What follows belongs to an exercise in optimizing a design on an open flow for small area; a production flow would make more cautious choices. The RTL was checked by simulation tests, not by an equivalence proof against the original design. Power figures rest on the tool's default switching activity, not on a simulated workload. The flow treats the clock pin as an ideal source, which a real chip does not have.

Setup of red:
==> flow/design.v <==
`timescale 1ns/1ps
package cube_motor_pkg;
    localparam int QUEUE_DEPTH    = 256;
    localparam int QUEUE_AW       = 8;
    localparam int TICK_DIV       = 20;    
    localparam int STEPS_PER_MOVE = 50;
    localparam int SETTLE_TICKS   = 100;
    localparam int NUM_FACES      = 6;
    localparam int TICK_CNT_W = $clog2(TICK_DIV);
    localparam int SEQ_CNT_W  = $clog2((STEPS_PER_MOVE > SETTLE_TICKS) ?
                                       STEPS_PER_MOVE : SETTLE_TICKS);
endpackage
`timescale 1ns/1ps
module step_tick_gen (
    input  logic i_clk,
    input  logic i_rst_n,
    output logic o_tick,      
    output logic o_wrapped    
);
    localparam logic [4:0] S0  = 5'd1;
    localparam logic [4:0] S19 = 5'd6;
    logic [4:0] lfsr_r;
    assign o_tick    = (lfsr_r == S19);
    assign o_wrapped = (lfsr_r == S0);
    always_ff @(posedge i_clk or negedge i_rst_n) begin
        if (!i_rst_n) begin
            lfsr_r <= S0;
        end else if (o_tick) begin
            lfsr_r <= S0;
        end else begin
            lfsr_r <= {lfsr_r[3:0], lfsr_r[4] ^ lfsr_r[2]};
        end
    end
endmodule
`timescale 1ns/1ps
module move_queue_ram (
    input  logic        i_clk,
    input  logic        i_rst_n,
    input  logic [12:0] i_wr,           
    input  logic [7:0]  i_next_addr,
    output logic [3:0]  o_entry0,
    output logic [3:0]  o_next
);
    logic       wr;
    logic [7:0] waddr;
    logic [3:0] wcode;       
    assign wr    = i_wr[12];
    assign waddr = i_wr[11:4];
    assign wcode = i_wr[3:0];
    logic [7:0] rot_r;
    logic [7:0] wpos;
    logic       pwr_r;
    logic [7:0] paddr_r;
    logic [3:0] pcode_r;
    logic       clr_r;       
    logic [3:0] rcode;       
    always_ff @(posedge i_clk or negedge i_rst_n) begin
        if (!i_rst_n) begin
            pwr_r <= 1'b0;
            clr_r <= 1'b1;
        end else begin
            pwr_r <= wr;
            clr_r <= 1'b0;
        end
    end
    always_ff @(posedge i_clk) begin
        paddr_r <= waddr;
        pcode_r <= wcode;
    end
    assign rcode = clr_r ? 4'b0000 : pcode_r;
    always_ff @(posedge i_clk) begin
        rot_r <= rot_r + 8'd1;
    end
    assign wpos = paddr_r + ~rot_r;
    logic [31:0]     row_n;      
    logic [7:0]      col_n;      
    logic [7:0][3:0] wcol;       
    always_comb begin
        for (int i = 0; i < 32; i++) begin
            row_n[i] = !(clr_r || (pwr_r && (wpos[7:3] == 5'(i))));
        end
        for (int j = 0; j < 8; j++) begin
            col_n[j] = !(clr_r || (wpos[2:0] == 3'(j)));
            wcol[j]  = ((j % 2 == 0) ? ~rcode : rcode) | {4{col_n[j]}};
        end
    end
    logic [255:0] r1_r, r0_r, f1_r, f0_r;
    logic [255:0] r1_w, r0_w, f1_w, f0_w;
    for (genvar k = 0; k < 256; k++) begin : g_stage
        localparam int P = (k + 1) % 256;
        logic sel;
        sel_gate u_sel (
            .i_row_n (row_n[k / 8]),
            .i_col_n (col_n[k % 8]),
            .o_sel   (sel)
        );
        ring_cell u_cell (
            .i_row_n (row_n[k / 8]),
            .i_wcol  (wcol[k % 8]),
            .i_sel   (sel),
            .i_prev  ({r1_r[P], r0_r[P], f1_r[P], f0_r[P]}),
            .o_next  ({r1_w[k], r0_w[k], f1_w[k], f0_w[k]})
        );
    end
    always_ff @(posedge i_clk) begin
        r1_r <= r1_w;
        r0_r <= r0_w;
        f1_r <= f1_w;
        f0_r <= f0_w;
    end
    logic [2:0] e0_face_r;
    logic       e0_ccw_r;    
    logic       wr0;
    assign wr0 = wr && (waddr == 8'd0);
    always_ff @(posedge i_clk or negedge i_rst_n) begin
        if (!i_rst_n) begin
            e0_face_r <= '0;
        end else if (wr0) begin
            e0_face_r <= wcode[2:0];
        end
    end
    always_ff @(posedge i_clk) begin
        if (wr0) begin
            e0_ccw_r <= wcode[3];
        end
    end
    assign o_entry0 = {e0_ccw_r, e0_face_r};
    logic [3:0] nxt_r;
    logic       phit;
    assign phit = pwr_r && (paddr_r == i_next_addr);
    always_ff @(posedge i_clk) begin
        if (phit) begin
            nxt_r <= pcode_r;
        end else if (rot_r == i_next_addr) begin
            nxt_r <= {r1_r[0], r0_r[0], f1_r[0], f0_r[0]};
        end
    end
    assign o_next = phit ? pcode_r : nxt_r;
endmodule
module sel_gate (
    input  logic i_row_n,
    input  logic i_col_n,
    output logic o_sel
);
    assign o_sel = ~(i_row_n | i_col_n);
endmodule
module ring_cell (
    input  logic       i_row_n,
    input  logic       i_sel,
    input  logic [3:0] i_wcol,
    input  logic [3:0] i_prev,
    output logic [3:0] o_next
);
    assign o_next = ~(({4{i_row_n}} | i_wcol) & ({4{i_sel}} | i_prev));
endmodule
`timescale 1ns/1ps
module move_sequencer (
    input  logic        i_clk,
    input  logic        i_rst_n,
    input  logic        i_tick,
    input  logic        i_start,
    input  logic [3:0]  i_entry0,
    input  logic [3:0]  i_next,        
    output logic [7:0]  o_next_addr,   
    output logic        o_turn,
    output logic [3:0]  o_move,
    output logic        o_busy,
    output logic        o_done
);
    logic       busy_r;
    logic [7:0] naddr_r;
    logic [7:0] cnt_r;
    logic [3:0] move_r;
    logic       done_r;
    logic [3:0] src;
    logic [3:0] src_move;
    logic src_empty, last_entry, move_done;
    assign src        = busy_r ? i_next : i_entry0;
    assign src_empty  = (src[2:0] == 3'd0);
    assign src_move   = src;
    assign last_entry = src_empty || (naddr_r == 8'd0);
    assign move_done    = i_tick && (cnt_r == 8'd149);
    assign o_next_addr = naddr_r;
    assign o_turn      = busy_r && (cnt_r < 8'd50);
    assign o_move      = move_r;
    assign o_busy      = busy_r;
    assign o_done      = done_r;
    always_ff @(posedge i_clk) begin
        if (!busy_r || move_done) begin
            cnt_r <= '0;
        end else if (i_tick) begin
            cnt_r <= cnt_r + 1'b1;
        end
        if (!busy_r || (move_done && last_entry)) begin
            naddr_r <= 8'd1;
        end else if (move_done) begin
            naddr_r <= naddr_r + 1'b1;
        end
    end
    always_ff @(posedge i_clk or negedge i_rst_n) begin
        if (!i_rst_n) begin
            busy_r  <= 1'b0;
            move_r  <= '0;
            done_r  <= 1'b0;
        end else begin
            done_r <= 1'b0;
            if (!busy_r) begin
                if (i_start) begin
                    if (src_empty) begin
                        done_r <= 1'b1;
                    end else begin
                        busy_r <= 1'b1;
                        move_r <= src_move;
                    end
                end
            end else if (move_done) begin
                if (last_entry) begin
                    busy_r  <= 1'b0;
                    move_r  <= '0;
                    done_r  <= 1'b1;
                end else begin
                    move_r  <= src_move;
                end
            end
        end
    end
endmodule
`timescale 1ns/1ps
module motor_drive_decode (
    input  logic        i_clk,
    input  logic        i_rst_n,
    input  logic        i_turn,
    input  logic        i_wrapped,
    input  logic [3:0]  i_move,
    output logic [7:0]  o_drive
);
    logic was_turn_r;
    logic dir_r;
    always_ff @(posedge i_clk or negedge i_rst_n) begin
        if (!i_rst_n) begin
            was_turn_r <= 1'b0;
            dir_r      <= 1'b1;
        end else begin
            was_turn_r <= i_turn;
            dir_r      <= ~i_move[3];
        end
    end
    always_comb begin
        o_drive[7:2] = '1;
        for (int f = 0; f < cube_motor_pkg::NUM_FACES; f++) begin
            if (was_turn_r && (i_move[2:0] == 3'(f + 1))) begin
                o_drive[f + 2] = 1'b0;
            end
        end
        o_drive[1] = dir_r;
        o_drive[0] = was_turn_r && i_wrapped;
    end
endmodule
`timescale 1ns/1ps
module cube_motor_top (
    input  logic         i_clk,
    input  logic         i_rst_n,
    input  logic [12:0]  i_queue_wr,    
    input  logic         i_start,
    output logic [7:0]   o_drive,       
    output logic [3:0]   o_move,        
    output logic         o_busy,
    output logic         o_done
);
    logic       tick;
    logic       wrapped;
    logic [7:0] next_addr;
    logic [3:0] entry0;
    logic [3:0] next_code;
    logic       turn;
    step_tick_gen tick0 (
        .i_clk     (i_clk),
        .i_rst_n   (i_rst_n),
        .o_tick    (tick),
        .o_wrapped (wrapped)
    );
    move_queue_ram queue0 (
        .i_clk       (i_clk),
        .i_rst_n     (i_rst_n),
        .i_wr        (i_queue_wr),
        .i_next_addr (next_addr),
        .o_entry0    (entry0),
        .o_next      (next_code)
    );
    move_sequencer seq0 (
        .i_clk       (i_clk),
        .i_rst_n     (i_rst_n),
        .i_tick      (tick),
        .i_start     (i_start),
        .i_entry0    (entry0),
        .i_next      (next_code),
        .o_next_addr (next_addr),
        .o_turn      (turn),
        .o_move      (o_move),
        .o_busy      (o_busy),
        .o_done      (o_done)
    );
    motor_drive_decode decode0 (
        .i_clk     (i_clk),
        .i_rst_n   (i_rst_n),
        .i_turn    (turn),
        .i_wrapped (wrapped),
        .i_move    (o_move),
        .o_drive   (o_drive)
    );
endmodule
Settings: LEC_CHECK=0, CAP_MARGIN=20, CORE_MARGIN=2, CORE_UTILIZATION=50, GPL_ROUTABILITY_DRIVEN=1, PLACE_DENSITY=0.6, SLEW_MARGIN=20, SYNTH_HIERARCHICAL=1; clock period 10.0 ns.
standard.sh (not shown) runs the stock make flow with config.mk's settings and CLKGATE_MAP_FILE= SYNTH_SCRIPT=/design/flow/synth_recipe.tcl, a recipe that flattens the netlist after the stock synthesis.
==> flow/flow/run.sh <==
#!/bin/bash
# The standard layout, with two changes: clock tree synthesis adds no dummy
# loads and clusters the flip-flops into larger groups per leaf buffer, and
# the port buffers are the smallest buffer rather than a delay cell.
set -euo pipefail
CTS="-sink_clustering_enable -repair_clock_nets -dont_use_dummy_load"
CTS="$CTS -buf_list sky130_fd_sc_hd__clkbuf_16"
CTS="$CTS -sink_clustering_size 30 -sink_clustering_max_diameter 100"
bash standard.sh "CTS_ARGS=$CTS" \
    "BUFFER_PORTS_ARGS=-buffer_cell sky130_fd_sc_hd__buf_1" \
    finish > orfs_make.log 2>&1
Edits applied to the flow inputs when going from red to blue:
# red
export LEC_CHECK = 0
export CAP_MARGIN = 20
export CORE_MARGIN = 2
export CORE_UTILIZATION = 50
export GPL_ROUTABILITY_DRIVEN = 1
export PLACE_DENSITY = 0.6
export SLEW_MARGIN = 20
export SYNTH_HIERARCHICAL = 1
create_clock -name core_clock -period 10.0 [get_ports {i_clk}]
# blue
export LEC_CHECK = 0
export CAP_MARGIN = 20
export CORE_MARGIN = 2
export CORE_UTILIZATION = 50
export CTS_BUF_LIST = sky130_fd_sc_hd__clkbuf_16
export CTS_CLUSTER_DIAMETER = 80
export CTS_CLUSTER_SIZE = 24
export GPL_ROUTABILITY_DRIVEN = 1
export PLACE_DENSITY = 0.6
export SLEW_MARGIN = 20
export SYNTH_HIERARCHICAL = 1
create_clock -name core_clock -period 10.0 [get_ports {i_clk}]
==> flow/run.sh (new file) <==
#!/bin/bash
# synth_recipe.tcl (not shown) runs the flow's synth.tcl, then flattens the netlist and writes it again
# the make line also repeats each setting of config.mk as NAME=value (left out here)
make -C /OpenROAD-flow-scripts/flow DESIGN_CONFIG=/design/flow/config.mk WORK_HOME=/design/flow/orfs CLKGATE_MAP_FILE= SYNTH_SCRIPT=/design/flow/synth_recipe.tcl finish
removed: flow/flow/run.sh
removed: flow/standard.sh
### Flow results
Changes observed in blue relative to red: final instance area shows an increase of 520 µm², met1 demand-to-capacity share in global routing down 1.4 points, final cell count went up by 22, count of nets after finishing increased by about 0.5% relative to the old numbers. blue vs. red: upper clock frequency limit went down by 2.7%. Relative to red, the switching power total measured on blue has increased by a few percent. NOTE: post-route clock period utilization in blue exceeds that of red. red -> blue: number of synthesized register bits delta 0, exact match.
The inputs of green differ from those of blue as listed below.
# blue
export LEC_CHECK = 0
export CAP_MARGIN = 20
export CORE_MARGIN = 2
export CORE_UTILIZATION = 50
export CTS_BUF_LIST = sky130_fd_sc_hd__clkbuf_16
export CTS_CLUSTER_DIAMETER = 80
export CTS_CLUSTER_SIZE = 24
export GPL_ROUTABILITY_DRIVEN = 1
export PLACE_DENSITY = 0.6
export SLEW_MARGIN = 20
export SYNTH_HIERARCHICAL = 1
create_clock -name core_clock -period 10.0 [get_ports {i_clk}]
# green
export LEC_CHECK = 0
export CAP_MARGIN = 20
export CORE_MARGIN = 2
export CORE_UTILIZATION = 50
export GPL_ROUTABILITY_DRIVEN = 1
export PLACE_DENSITY = 0.6
export SLEW_MARGIN = 20
export SYNTH_HIERARCHICAL = 1
create_clock -name core_clock -period 10.0 [get_ports {i_clk}]
==> flow/flow/run.sh (new file) <==
#!/bin/bash
# The standard layout, with two changes: clock tree synthesis adds no dummy
# loads and drives clusters of up to 28 flip-flops from each leaf buffer
# (buf_12, the smallest cell strong enough), and the port buffers are the
# smallest buffer rather than a delay cell.
set -euo pipefail
CTS="-sink_clustering_enable -repair_clock_nets -dont_use_dummy_load"
CTS="$CTS -buf_list sky130_fd_sc_hd__buf_12"
CTS="$CTS -sink_clustering_size 28 -sink_clustering_max_diameter 80"
bash standard.sh "CTS_ARGS=$CTS" \
    "BUFFER_PORTS_ARGS=-buffer_cell sky130_fd_sc_hd__buf_1" \
    finish > orfs_make.log 2>&1
==> flow/standard.sh (new file) <==
#!/bin/bash
# synth_recipe.tcl (not shown) runs the flow's synth.tcl, then flattens the netlist and writes it again
# the make line also repeats each setting of config.mk as NAME=value (left out here)
make -C /OpenROAD-flow-scripts/flow DESIGN_CONFIG=/design/flow/config.mk WORK_HOME=/design/flow/orfs CLKGATE_MAP_FILE= SYNTH_SCRIPT=/design/flow/synth_recipe.tcl "${@:-finish}"
removed: flow/run.sh
[summary]
- | post-synthesis instance area | blue vs green | ≈ equal |
- Looking only at clock power, and setting everything else aside, the higher value of blue and green goes to blue.
- Switching power share of the total (higher): green
- As of green, average detailed-routed wire length per instance had risen slightly compared to blue.
- Sort blue and green by total chip power, descending, and blue comes first.
- Relative to blue, sequential share of layout area increased by 1.2 points in green.
- Lower length of the first detailed-routing pass in iterations among blue and green: blue
- Delta (green minus blue): number of DRC markers in iteration 0 -about 0.9%, maximum frequency now sits higher.

* * *

Setup of job 101:
Another version of the RTL of cube_motor_top (not shown whole).
Size: roughly 2700 cells after synthesis, ~1100 flip-flops, about 30 I/O pins, roughly 34000 sq um of cells after synthesis.
Settings: LEC_CHECK=0, CAP_MARGIN=20, CORE_MARGIN=2, CORE_UTILIZATION=40, GPL_ROUTABILITY_DRIVEN=1, PLACE_DENSITY=0.5, SLEW_MARGIN=20, SYNTH_HIERARCHICAL=1; clock period 10.0 ns.
run.sh (not shown) runs the stock make flow with config.mk's settings and CLKGATE_MAP_FILE= SYNTH_SCRIPT=/design/flow/synth_recipe.tcl, a recipe that flattens the netlist after the stock synthesis.
Stock flow here: none of the scripts above is used.
Job 101 did not stop at any stage, and its layout met the timing, design-rule and antenna checks.
The following lists how job 102 was set up differently from job 101:
==> flow/flow/run.sh (new file) <==
#!/bin/bash
# The standard layout, with clock tree synthesis told not to add dummy loads
# and to cluster the flip-flops into larger groups per leaf buffer.
set -euo pipefail
CTS="-sink_clustering_enable -repair_clock_nets -dont_use_dummy_load"
CTS="$CTS -buf_list sky130_fd_sc_hd__clkbuf_16"
CTS="$CTS -sink_clustering_size 30 -sink_clustering_max_diameter 100"
bash standard.sh "CTS_ARGS=$CTS" finish > orfs_make.log 2>&1
==> flow/standard.sh (new file) <==
#!/bin/bash
# synth_recipe.tcl (not shown) runs the flow's synth.tcl, then flattens the netlist and writes it again
# the make line also repeats each setting of config.mk as NAME=value (left out here)
make -C /OpenROAD-flow-scripts/flow DESIGN_CONFIG=/design/flow/config.mk WORK_HOME=/design/flow/orfs CLKGATE_MAP_FILE= SYNTH_SCRIPT=/design/flow/synth_recipe.tcl "${@:-finish}"
--- a/flow/config.mk
+++ b/flow/config.mk
@@ -8,7 +8,7 @@
 export CAP_MARGIN = 20
 export CORE_MARGIN = 2
-export CORE_UTILIZATION = 40
+export CORE_UTILIZATION = 50
 export GPL_ROUTABILITY_DRIVEN = 1
-export PLACE_DENSITY = 0.5
+export PLACE_DENSITY = 0.6
 export SLEW_MARGIN = 20
 export SYNTH_HIERARCHICAL = 1
removed: flow/run.sh
--- outcome ---
Job 102 closes out successfully: all stages finished, all timing, DRC and antenna checks passed.
Combinational power of job 101 is on par with job 102.
As far as async set or reset register ratio after synthesis goes, job 101 and job 102 are indistinguishable; the numbers are identical.
Maximum level of the CTS H-tree was lower in job 102 than in job 101.
Well tap count: job 102 vs job 101 down about 24%

==> port drivers added, routing unchanged <==
The flow's constraints put no driver on any port. The routed layouts listed below were extracted and timed again, unchanged, in two steps. Step 1 assumes that a clkbuf_16 drives the clock port and a buf_2 every other input. Step 2 times the ports against the registers' clock, not the clock port: input delays grow and output delays shrink by t, the midpoint of the rising clock arrivals with the driver on. Three values: ideal ports, drivers, drivers and shift; two values: the first two.
run	t (ns)	setup slack, ns	worst setup path after step 2	worst register clock-pin slew, ns
red	0.651	5.989 / 5.989 / 5.989	register to register	0.12 / 0.12
blue	0.685	5.876 / 5.859 / 5.876	register to register	0.10 / 0.10
green	0.613	6.021 / 6.021 / 6.021	register to register	0.12 / 0.12
job 101	0.726	4.498 / 4.538 / 3.812	input to register	0.07 / 0.07
job 102	0.667	4.447 / 4.483 / 3.816	input to register	0.11 / 0.11
After both steps setup and hold are still met in every run listed. The setup slack of job 101, which loses most, moves by +0.040 ns with the drivers and by -0.686 ns with both steps.
